Source: an optimization exercise on an open RTL-to-GDS flow (aim: a short achievable clock period and few clock cycles). Production flows keep margins and buffers that such runs may drop.
In this exercise RTL edits were held to simulation tests only and were not proved equivalent to the original.
No activity file was given, so power comes from the tool's default toggle rates.

==> flow/design.v <==
`timescale 1ns/1ps
`default_nettype none
module serial_cpu_top (
    input  wire        clk,
    input  wire        rst_n,
    input  wire        start,
    input  wire [7:0]  i_datain,
    input  wire [7:0]  d_datain,
    output wire [8:0]  i_addr,
    output wire [8:0]  d_addr,
    output wire        d_we,
    output wire [7:0]  d_dataout,
    output wire [1:0]  run_status
);
    localparam [4:0] NOP  = 5'd0,  HALT = 5'd1,  LOAD = 5'd2,  STORE = 5'd3,
                     LDIH = 5'd4,  ADD  = 5'd5,  ADDI = 5'd6,  SUB   = 5'd7,
                     SUBI = 5'd8,  CMP  = 5'd9,  AND  = 5'd10, OR    = 5'd11,
                     XOR  = 5'd12, SLL  = 5'd13, SRL  = 5'd14, SET   = 5'd15,
                     JUMP = 5'd16, JMPR = 5'd17, BZ   = 5'd18, BNZ   = 5'd19,
                     BN   = 5'd20, BNN  = 5'd21, BC   = 5'd22, BNC   = 5'd23;
    localparam [1:0] RUNNING = 2'b01, HALTED = 2'b00, MEM_END = 2'b11;
    reg  [1:0]  status;
    reg         fetching;    
    reg         ph;          
    reg         f2;          
    reg         hzq;         
    reg  [7:0]  pcb;         
    reg         drain;       
    reg         drain2;
    reg  [7:0]  pc;
    reg  [7:0]  lo;          
    reg  [15:0] gr [0:7];
    reg         zf_q, nf_q, cf_q;    
    reg         znp;         
    reg         cp;          
    reg         idle;        
    reg  [7:0]  pc_inc;      
    reg         at_last;     
    reg         ex_we;
    reg  [7:0]  wbsel;       
    reg  [7:0]  m1sel;       
    reg  [7:0]  m2sel;       
    reg  [7:0]  rlo_q, rh0_q, rh1_q;
    reg         c8_q, cx0_q, cx1_q;
    reg         wbset;       
    reg  [7:0]  tpre [0:7];  
    reg         zlo_q, zh0_q, zh1_q;    
    reg         add_q;       
    reg  [7:0]  setfw;       
    reg  [7:0]  dhi;         
    wire [15:0] res_q = {c8_q ? rh1_q : rh0_q, rlo_q};
    wire        c_q   = c8_q ? cx1_q : cx0_q;
    reg         ex_zn;
    reg         ex_c;
    reg  [2:0]  rd;          
    reg  [15:0] opa;
    reg  [15:0] opb;
    reg         cin;
    reg  [3:0]  shamt;
    reg         s_add, s_and, s_or, s_xor, s_sll, s_srl, s_b;
    reg         m1, m2, mst;
    reg  [7:0]  maddr;
    reg  [7:0]  dout;
    reg         we_q;
    wire f1 = fetching & ~f2;
    assign i_addr     = {pc, ph};
    assign d_addr     = {maddr, m2};
    assign d_we       = we_q;
    assign d_dataout  = dout;
    assign run_status = {status[1], ~status[0]};
    function automatic [16:0] ks16(input [15:0] a, input [15:0] b, input ci);
        reg [15:0] g, p, gn, pn;
        reg [16:0] c;
        integer j, d;
        begin
            g = a & b;
            p = a ^ b;
            g[0] = g[0] | (p[0] & ci);
            for (d = 1; d < 16; d = d * 2) begin
                gn = g; pn = p;
                for (j = d; j < 16; j = j + 1) begin
                    gn[j] = g[j] | (p[j] & g[j-d]);
                    pn[j] = p[j] & p[j-d];
                end
                g = gn; p = pn;
            end
            c = {g, ci};
            ks16 = {c[16], (a ^ b) ^ c[15:0]};
        end
    endfunction
    function automatic [8:0] ks8c(input [7:0] a, input [7:0] b, input ci);
        reg [7:0] g, p, gn, pn;
        integer j, d;
        begin
            g = a & b;
            p = a ^ b;
            g[0] = g[0] | (p[0] & ci);
            for (d = 1; d < 8; d = d * 2) begin
                gn = g; pn = p;
                for (j = d; j < 8; j = j + 1) begin
                    gn[j] = g[j] | (p[j] & g[j-d]);
                    pn[j] = p[j] & p[j-d];
                end
                g = gn; p = pn;
            end
            ks8c = {g[7], (a ^ b) ^ {g[6:0], ci}};
        end
    endfunction
    function automatic zsum8(input [7:0] a, input [7:0] b, input ci);
        begin
            zsum8 = &((a ^ b) ~^ {a[6:0] | b[6:0], ci});
        end
    endfunction
    function automatic [7:0] ks8(input [7:0] a, input [7:0] b);
        reg [7:0] g, p, gn, pn;
        reg [7:0] c;
        integer j, d;
        begin
            g = a & b;
            p = a ^ b;
            for (d = 1; d < 8; d = d * 2) begin
                gn = g; pn = p;
                for (j = d; j < 8; j = j + 1) begin
                    gn[j] = g[j] | (p[j] & g[j-d]);
                    pn[j] = p[j] & p[j-d];
                end
                g = gn; p = pn;
            end
            c = {g[6:0], 1'b0};
            ks8 = (a ^ b) ^ c;
        end
    endfunction
    wire [4:0] op  = i_datain[7:3];
    wire [2:0] r1  = i_datain[2:0];
    wire [2:0] r2  = lo[6:4];
    wire [2:0] r3  = lo[2:0];
    wire zf = !znp ? zf_q :
              add_q ? (zlo_q & (c8_q ? zh1_q : zh0_q)) : ({rh0_q, rlo_q} == 16'd0);
    wire nf = znp ? res_q[15] : nf_q;
    wire cf = cp ? c_q : cf_q;
    reg taken;
    always @(*) begin
        case (op)
            JUMP, JMPR: taken = 1'b1;
            BZ:         taken = zf;
            BNZ:        taken = ~zf;
            BN:         taken = nf;
            BNN:        taken = ~nf;
            BC:         taken = cf;
            BNC:        taken = ~cf;
            default:    taken = 1'b0;
        endcase
    end
    wire [2:0] r2f = i_datain[6:4];
    wire [2:0] r3f = i_datain[2:0];
    wire [7:0] r1oh, r2foh, r3foh;
    genvar gi;
    generate
        for (gi = 0; gi < 8; gi = gi + 1) begin : g_rd
            assign r1oh[gi]  = (r1 == gi);
            assign r2foh[gi] = (r2f == gi);
            assign r3foh[gi] = (r3f == gi);
        end
    endgenerate
    reg [15:0] g1, p2, p3;
    reg [7:0]  t1;
    integer k;
    always @(*) begin
        g1 = 16'd0; p2 = 16'd0; p3 = 16'd0; t1 = 8'd0;
        for (k = 0; k < 8; k = k + 1) begin
            g1 = g1 | ({16{r1oh[k]}} & (wbsel[k] ? res_q :
                                        {m2sel[k] ? d_datain : gr[k][15:8], gr[k][7:0]}));
            t1 = t1 | ({8{r1oh[k]}} & tpre[k]);
            p2 = p2 | ({16{r2foh[k]}} & {gr[k][15:8], m1sel[k] ? d_datain : gr[k][7:0]});
            p3 = p3 | ({16{r3foh[k]}} & {gr[k][15:8], m1sel[k] ? d_datain : gr[k][7:0]});
        end
    end
    reg  [15:0] pre2, pre3;
    reg         wb2, wb3, ld2, ld3;
    wire [7:0]  wbnext = {8{ex_we}} & (8'd1 << rd);
    always @(posedge clk) begin
        pre2 <= p2;
        pre3 <= p3;
        wb2  <= |(r2foh & wbnext);
        wb3  <= |(r3foh & wbnext);
        ld2  <= |(r2foh & m1sel);
        ld3  <= |(r3foh & m1sel);
    end
    wire [15:0] ra1 = g1;
    wire [15:0] ra2 = wb2 ? res_q : {ld2 ? d_datain : pre2[15:8], pre2[7:0]};
    wire [15:0] rb3 = wb3 ? res_q : {ld3 ? d_datain : pre3[15:8], pre3[7:0]};
    wire [7:0]  tsel = t1;
    wire hz1 = |(r1oh & ((wbsel & {8{~wbset}}) | m2sel));
    wire is_br = (op == JMPR) || (op == BZ) || (op == BNZ) || (op == BN) ||
                 (op == BNN) || (op == BC) || (op == BNC);
    wire hazard = is_br & hz1;
    wire [7:0]  asel = ks8(wb2 ? res_q[7:0] : pre2[7:0], {4'd0, lo[3:0]});
    wire [7:0] target = (op == JUMP) ? lo : tsel;
    wire use_r1  = (op == LDIH) || (op == ADDI) || (op == SUBI);
    wire is_sub  = (op == SUB) || (op == SUBI) || (op == CMP);
    wire b_reg   = (op == ADD) || (op == SUB) || (op == CMP) ||
                   (op == AND) || (op == OR)  || (op == XOR);
    wire is_mem  = (op == LOAD) || (op == STORE);
    reg [15:0] b_sel;
    always @(*) begin
        if (b_reg)
            b_sel = rb3;
        else if (op == LDIH)
            b_sel = {lo, 8'd0};
        else
            b_sel = {8'd0, lo};
    end
    wire [8:0]  slo = ks8c(opa[7:0], opb[7:0], cin);
    wire [8:0]  sh0 = ks8c(opa[15:8], opb[15:8], 1'b0);
    wire [8:0]  sh1 = ks8c(opa[15:8], opb[15:8], 1'b1);
    wire [15:0] oth = ({16{s_and}} & (opa & opb)) |
                      ({16{s_or}}  & (opa | opb)) |
                      ({16{s_xor}} & (opa ^ opb)) |
                      ({16{s_sll}} & (opa << shamt)) |
                      ({16{s_srl}} & (opa >> shamt)) |
                      ({16{s_b}}   & opb);
    wire [7:0] pcn = taken ? target : pc_inc;
    always @(posedge clk or negedge rst_n) begin
        if (!rst_n) begin
            status   <= HALTED;
            idle     <= 1'b1;
            fetching <= 1'b0;
            ph       <= 1'b0;
            f2       <= 1'b0;
            hzq      <= 1'b0;
            drain    <= 1'b0;
            drain2   <= 1'b0;
        end else begin
            ph  <= fetching & ~ph & ~hzq;
            f2  <= fetching & ~f2 & ~hzq;
            hzq <= f2 & hazard & ~at_last;
            if (f2) begin
                if (op == HALT) begin
                    status   <= HALTED;
                    idle     <= 1'b1;
                    fetching <= 1'b0;
                end else if (at_last) begin
                    fetching <= 1'b0;
                    drain    <= 1'b1;
                end
            end
            drain2 <= drain & ~drain2;
            if (drain2) begin
                drain  <= 1'b0;
                status <= MEM_END;
                idle   <= 1'b1;
            end
            if (idle && start) begin
                status   <= RUNNING;
                idle     <= 1'b0;
                fetching <= 1'b1;
            end
        end
    end
    always @(posedge clk) begin
        if (idle)
            pc <= 8'd0;
        else if (hzq)
            pc <= pcb;
        else if (f2)
            pc <= pcn;
        pcb     <= pc;
        pc_inc  <= pc + 8'd1;
        at_last <= (pc == 8'd255);
    end
    always @(posedge clk)
        lo <= i_datain;
    always @(posedge clk or negedge rst_n) begin
        if (!rst_n) begin
            ex_we <= 1'b0;
            wbsel <= 8'd0;
            wbset <= 1'b0;
            m1sel <= 8'd0;
            m2sel <= 8'd0;
            ex_zn <= 1'b0;
            ex_c  <= 1'b0;
            m1    <= 1'b0;
            m2    <= 1'b0;
            mst   <= 1'b0;
            we_q  <= 1'b0;
            rd    <= 3'd0;
        end else begin
            ex_we <= f2 && ((op == LDIH) || (op == ADD) || (op == ADDI) || (op == SUB) ||
                            (op == SUBI) || (op == AND) || (op == OR) || (op == XOR) ||
                            (op == SLL) || (op == SRL) || (op == SET));
            ex_zn <= f2 && ((op == LDIH) || (op == ADD) || (op == ADDI) || (op == SUB) ||
                            (op == SUBI) || (op == CMP) || (op == AND) || (op == OR) ||
                            (op == XOR) || (op == SLL) || (op == SRL));
            ex_c  <= f2 && ((op == LDIH) || (op == ADD) || (op == ADDI) || (op == SUB) ||
                            (op == SUBI) || (op == CMP) || (op == AND) || (op == OR) ||
                            (op == XOR));
            m1    <= f2 && is_mem;
            m2    <= m1;
            wbsel <= {8{ex_we}} & (8'd1 << rd);
            wbset <= ex_we & s_b;
            m1sel <= {8{f2 && (op == LOAD)}} & (8'd1 << r1);
            m2sel <= m1sel;
            we_q  <= (f2 && (op == STORE)) || (m1 && mst);
            if (f2) begin
                mst <= (op == STORE);
                rd  <= r1;
            end
        end
    end
    always @(posedge clk) begin
        opa   <= use_r1 ? ra1 : ra2;
        opb   <= is_sub ? ~b_sel : b_sel;
        cin   <= is_sub;
        shamt <= lo[3:0];
        s_add <= (op == LDIH) || (op == ADD) || (op == ADDI) || (op == SUB) ||
                 (op == SUBI) || (op == CMP);
        s_and <= (op == AND);
        s_or  <= (op == OR);
        s_xor <= (op == XOR);
        s_sll <= (op == SLL);
        s_srl <= (op == SRL);
        s_b   <= (op == SET);
        dout  <= f2 ? ra1[7:0] : dhi;
        dhi   <= ra1[15:8];
        if (f2)
            maddr <= asel;
    end
    always @(posedge clk)
    begin
        rlo_q <= s_add ? slo[7:0] : oth[7:0];
        rh0_q <= s_add ? sh0[7:0] : oth[15:8];
        rh1_q <= s_add ? sh1[7:0] : oth[15:8];
        c8_q  <= slo[8];
        cx0_q <= s_add & (sh0[8] ^ cin);
        cx1_q <= s_add & (sh1[8] ^ cin);
        zlo_q <= zsum8(opa[7:0], opb[7:0], cin);
        zh0_q <= zsum8(opa[15:8], opb[15:8], 1'b0);
        zh1_q <= zsum8(opa[15:8], opb[15:8], 1'b1);
        add_q <= s_add;
        setfw <= {8{f2 && (op == SET)}} & r1oh;
    end
    generate
        for (gi = 0; gi < 8; gi = gi + 1) begin : g_tpre
            always @(posedge clk)
                tpre[gi] <= ks8(setfw[gi] ? opb[7:0] : gr[gi][7:0], i_datain);
        end
    endgenerate
    always @(posedge clk or negedge rst_n) begin
        if (!rst_n) begin
            zf_q <= 1'b0;
            nf_q <= 1'b0;
            cf_q <= 1'b0;
            znp  <= 1'b0;
            cp   <= 1'b0;
        end else begin
            zf_q <= zf;
            nf_q <= nf;
            cf_q <= cf;
            znp  <= ex_zn;
            cp   <= ex_c;
        end
    end
    integer i;
    always @(posedge clk or negedge rst_n) begin
        if (!rst_n) begin
            for (i = 0; i < 8; i = i + 1)
                gr[i] <= 16'd0;
        end else begin
            for (i = 0; i < 8; i = i + 1) begin
                if (wbsel[i])
                    gr[i] <= res_q;
                else begin
                    if (m1sel[i])
                        gr[i][7:0] <= d_datain;
                    if (m2sel[i])
                        gr[i][15:8] <= d_datain;
                end
            end
        end
    end
endmodule
`default_nettype wire
==> flow/flow/run.sh <==
#!/bin/bash
# The standard layout, with faster cells for the port buffers.
set -euo pipefail
export BUFFER_PORTS_ARGS="-buffer_cell sky130_fd_sc_hd__buf_4"
bash standard.sh > standard.log 2>&1
==> flow/standard.sh <==
#!/bin/bash
# synth_recipe.tcl (not shown) runs the flow's synth.tcl, then flattens the netlist and writes it again
# the make line also repeats each setting of config.mk as NAME=value (left out here)
make -C /OpenROAD-flow-scripts/flow DESIGN_CONFIG=/design/flow/config.mk WORK_HOME=/design/flow/orfs CLKGATE_MAP_FILE= SYNTH_SCRIPT=/design/flow/synth_recipe.tcl "${@:-finish}"
==> flow/config.mk <==
export PLATFORM = sky130hd
export DESIGN_NAME = serial_cpu_top
export DESIGN_NICKNAME = serial_cpu_top
export VERILOG_FILES = /design/flow/design.v
export SDC_FILE = /design/flow/constraint.sdc
export NUM_CORES = 4
export LEC_CHECK = 0
export ABC_CLOCK_PERIOD_IN_PS = 2300
export CAP_MARGIN = 20
export CORE_MARGIN = 2
export CORE_UTILIZATION = 30
export CTS_BUF_LIST = sky130_fd_sc_hd__clkbuf_16
export SETUP_SLACK_MARGIN = 3.7
export SLEW_MARGIN = 20
==> flow/constraint.sdc <==
create_clock -name core_clock -period 6.0 [get_ports {clk}]
set_input_delay 1.2000 -clock core_clock [delete_from_list [all_inputs] [get_ports {clk}]]
set_output_delay 1.2000 -clock core_clock [all_outputs]
set_load 0.01 [all_outputs]
==> run notes <==
==> worst paths after layout <==
kind                                 start             endpoint  slack [ns]  depth (start not counted)
max reg2reg                 opb[0]$_DFF_P_     rlo_q[6]$_DFF_P_        3.70                         10
min reg2reg                ex_zn$_DFF_PN0_        znp$_DFF_PN0_        0.35                          0
min in group asynchronous            rst_n  gr[4][14]$_DFF_PN0_        0.66                          1
min                        ex_zn$_DFF_PN0_        znp$_DFF_PN0_        0.35                          0
max in group asynchronous            rst_n   wbsel[2]$_DFF_PN0_        4.13                          2
max                            i_datain[0]   pc[1]$_SDFFE_PP0P_        3.66                          8
==> metrics by stage <==
step / total power, µW / std cells / setup slack (ns)
5_1_grt: 14200 / 3618 / 3.61
6_report: 13600 / 3618 / 3.66
3_5_place_dp: 9980 / 3446 / 1.95
2_1_floorplan: 8170 / 2518 / 3.28
4_1_cts: 13300 / 3586 / 3.61
3_3_place_gp: 9940 / 3446 / 2.04
==> sequential cells by signal, summed over array words and instances, names as in the netlist, 4 cells and up <==
name    cells
dhi         8
dout        8
gr        128
lo          8
m1sel       8
m2sel       8
maddr       8
opa        16
opb        16
pc          8
pc_inc      8
pcb         8
pre2       16
pre3       16
rh0_q       8
rh1_q       8
rlo_q       8
setfw       8
shamt       4
tpre       64
wbsel       8
==> what timing repair did <==
item	CTS	global route
setup endpoints to repair	195	110
pin swaps	10	17
resized for setup	160	66
gates cloned	5	4
setup buffers	45	28
==> metal layers <==
layer | track usage (%) | vias up | share of wire [%]
met2 | 33.6 | 1403 | 43
li1 | - | 9194 | -
met4 | 9.18 | 0 | 4.9
met1 | 30.4 | 10314 | 41
met3 | 6.37 | 313 | 12
met5 | 0 | - | 0
==> kinds of logic after synthesis <==
family	Yosys count	synth area share, %
muxes	439	19.8
xor gates and xnor gates	119	4.27
AOI/OAI and AO/OA	618	17.0
adders and majority gates	106	5.83
buffers and inverters	300	4.97
DFF	417	38.1
and+or+nand+nor	519	10.1
==> layout by cell type (no fill, tap or decap), types with 11 or more instances in the layout <==
cell type	Yosys	final
mux2i_1	311	294
dfxtp_1	232	184
dfrtp_1	176	173
nor2_1	176	172
a21oi_1	137	121
nand2_1	120	110
a22oi_1	128	104
inv_1	91	103
mux2_2	104	102
buf_4	6	102
xnor2_1	79	78
o21ai_0	79	68
ha_1	93	68
o22ai_1	67	67
clkbuf_16	0	55
a21o_1	45	45
nor2b_1	45	41
xor2_1	40	40
nand3_1	34	32
nand4_1	30	30
dfxtp_4	0	29
buf_6	3	28
nor3_1	28	26
a22oi_2	0	24
a211oi_1	25	24
nand2b_1	25	23
o211ai_1	21	21
mux4_2	20	20
a22o_1	19	19
dfxtp_2	0	19
ha_4	0	16
a221oi_1	21	15
a21oi_2	0	15
o21a_1	13	13
buf_12	0	11
==> area by class of cell <==
class                           instances  area, µm²  area share [%]
Clock buffer                           51       1280            4.36
Clock inverter                         39        302            1.03
Tap cell                             1060       1330            4.53
Timing Repair Buffer                  156       1660            5.65
Multi-Input combinational cell       1803      14900            50.9
Sequential cell                       417       9450            32.3
Inverter                               92        358            1.22
==> synth_stat cells (9+ instances only) <==
master	number
mux2i_1	311
dfxtp_1	232
dfrtp_1	176
nor2_1	176
clkbuf_1	143
a21oi_1	137
a22oi_1	128
nand2_1	120
mux2_2	104
ha_1	93
inv_1	91
o21ai_0	79
xnor2_1	79
o22ai_1	67
a21o_1	45
nor2b_1	45
xor2_1	40
buf_2	34
nand3_1	34
nand4_1	30
nor3_1	28
a211oi_1	25
nand2b_1	25
buf_1	22
a221oi_1	21
o211ai_1	21
mux4_2	20
a22o_1	19
nor4_1	15
fa_1	13
o21a_1	13
or2_2	9
==> power groups by stage <==
| stage | Sequential (µW) | Combinational, µW | Clock, µW |
|---|---|---|---|
| 6_report | 5060 | 5510 | 3000 |
| 5_1_grt | 5100 | 5990 | 3120 |
| 4_1_cts | 4970 | 5280 | 3020 |
| 3_5_place_dp | 4990 | 4990 | 0 |
| 3_3_place_gp | 5000 | 4940 | 0 |
| 2_1_floorplan | 4410 | 3760 | 0 |
==> results_dict.tcl <==
set metrics [dict create \
    critical-path-slowest-cell "buf_4" \
    final_layout_size_suffix_gt1_share_pct 22.3 \
    switchingPower_uw 5410 \
    cp_top_family "buffers and inverters" \
    fmax_mhz 427 \
    worstPathMaxFanout 24 \
    drt_iter0_markers 2809 \
    synth.distinct_cells 77 \
    gr-total-overflow 0 \
    die_w_um 289 \
    syn_nets 2643 \
    grt_util_all_layers_pct 22.5 \
    clock_skew_ns 0.0285 \
    worst_pin_slew_ns 1.03 \
    ys_top_cells_by_area "dfxtp_1 (19%), dfrtp_1 (18%), mux2i_1 (13%)" \
    antenna_cells 0 \
    hold_viol 0 \
    syn-cell-area_mm2 0.0244 \
    dpl_cell_area_mm2 0.0261 \
    syn_to_final_growth_pct 19.9 \
    grt_pass1_wl_um 139000 \
    critical_path_required_ns 6.52 \
    wl_per_cell_um 26.8 \
    grt_max_degree 84 \
    cts_tree "built" \
    numCtsBuffers 48 \
    drcViolationCount 0 \
    fin_nets 2643 \
    slowest_delay_ns 0.47 \
    ir_worst_vdd_v 0.000234 \
    viasPerCell 5.87 \
    ios 48 \
    avgSynthCellArea_um2 9.70 \
    critical_path_buf_inv_count 2 \
    dp.final_hpwl_um 64700 \
    gp_congestion 0.974 \
    cts.sinks 417 \
    die-area_mm2 0.0837 \
    finalCritPeriodShare_pct 39.1 \
    route.vias.total 21224 \
    synth_edf_count 8 \
    seqPwrFrac_pct 37.3 \
    firstDrtPassIters 6 \
    clk_pin_slew_ns 0.06 \
    core_area_mm2 0.0805 \
    die_h_um 289 \
    port_buffers 47 \
    outcome "timing/DRC/antenna clean" \
    fin_util_pct 36.4 \
    yosys_warnings 3 \
    min_path_type "reg2reg" \
    yosysTopAreaCell "dfxtp_1" \
    leakage_uw 0.0113 \
    arrival_ns 2.86 \
    hold_ws_ns 0.347 \
    synth_top_area_share_pct 19.0 \
    clockPowerShare_pct 22.1 \
    fillerInstances 7941 \
    clock_path_buffers 3 \
    root_buffer "clkbuf_16" \
    rows 104 \
    clk_latency_ns 0.61 \
    ant_nets 0 \
    power_density_mw_per_mm2 463 \
    crit_chain "buf_16 > nand2b_1 > nor2_2 > buf_4 > a22oi_1 > nand4_1 > o211ai_1 > o211ai_1" \
    p_comb_share_pct 40.6 \
    synth_ff_type "dfxtp_1" \
    rsz0062_at_grt "true" \
    fin_area_mm2 0.0293 \
    cp-end-kind "flip-flop" \
    final_max_slew_viol_count 0 \
    routed_wl_um 97100 \
    hold_buffers 0 \
    syn_inst 2518 \
    cap_violations 0 \
    setup.worst_path.start_class "input pin" \
    synth-seq-cells 417 \
    slew_headroom_pct 31.5 \
    setup-tns-final_ns 0 \
    grt_pass1_vias 20359 \
    synthArstFlopShare_pct 42.4 \
    grt_antenna_before_repair 1 \
    swShare_pct 39.9 \
    p_int_uw 8160 \
    finalCriticalPeriod_ns 2.34 \
    ys_seq_area_share_pct 38.1 \
    cpMostUsedCell "o211ai_1" \
    initial_core_util_pct 30.3 \
    htreeDepth 2 \
    criticalPathCategory "in2reg" \
    setup_viol 0 \
]
Testbench counts, summed over its fixed seeds: cycles 102,654.

## separate check: timing with driven ports
No port has a modelled driver above. Below, the same layout with a new extraction and two added sets of constraints.
Step 1 sets driving cells, clkbuf_16 on the clock port and buf_2 on the other inputs (assumed; they add their load-dependent delay and slew).
Step 2 moves the port delays by t, midway between the first and last clock arrival at a register: inputs arrive t later, outputs are due t later. That takes back most of the time a late clock gives input paths.
a / b / c = no drivers / after step 1 / after step 2; a / b = the first two.
shift t [ns]: 0.662
setup slack, ns: 3.657 / 3.572 / 2.910
latest minus earliest clock arrival (ns): 0.030 / 0.030
After both steps setup and hold are still met in this run. For this run, drivers alone change the setup slack by -0.085 ns; drivers and shift together by -0.747 ns.
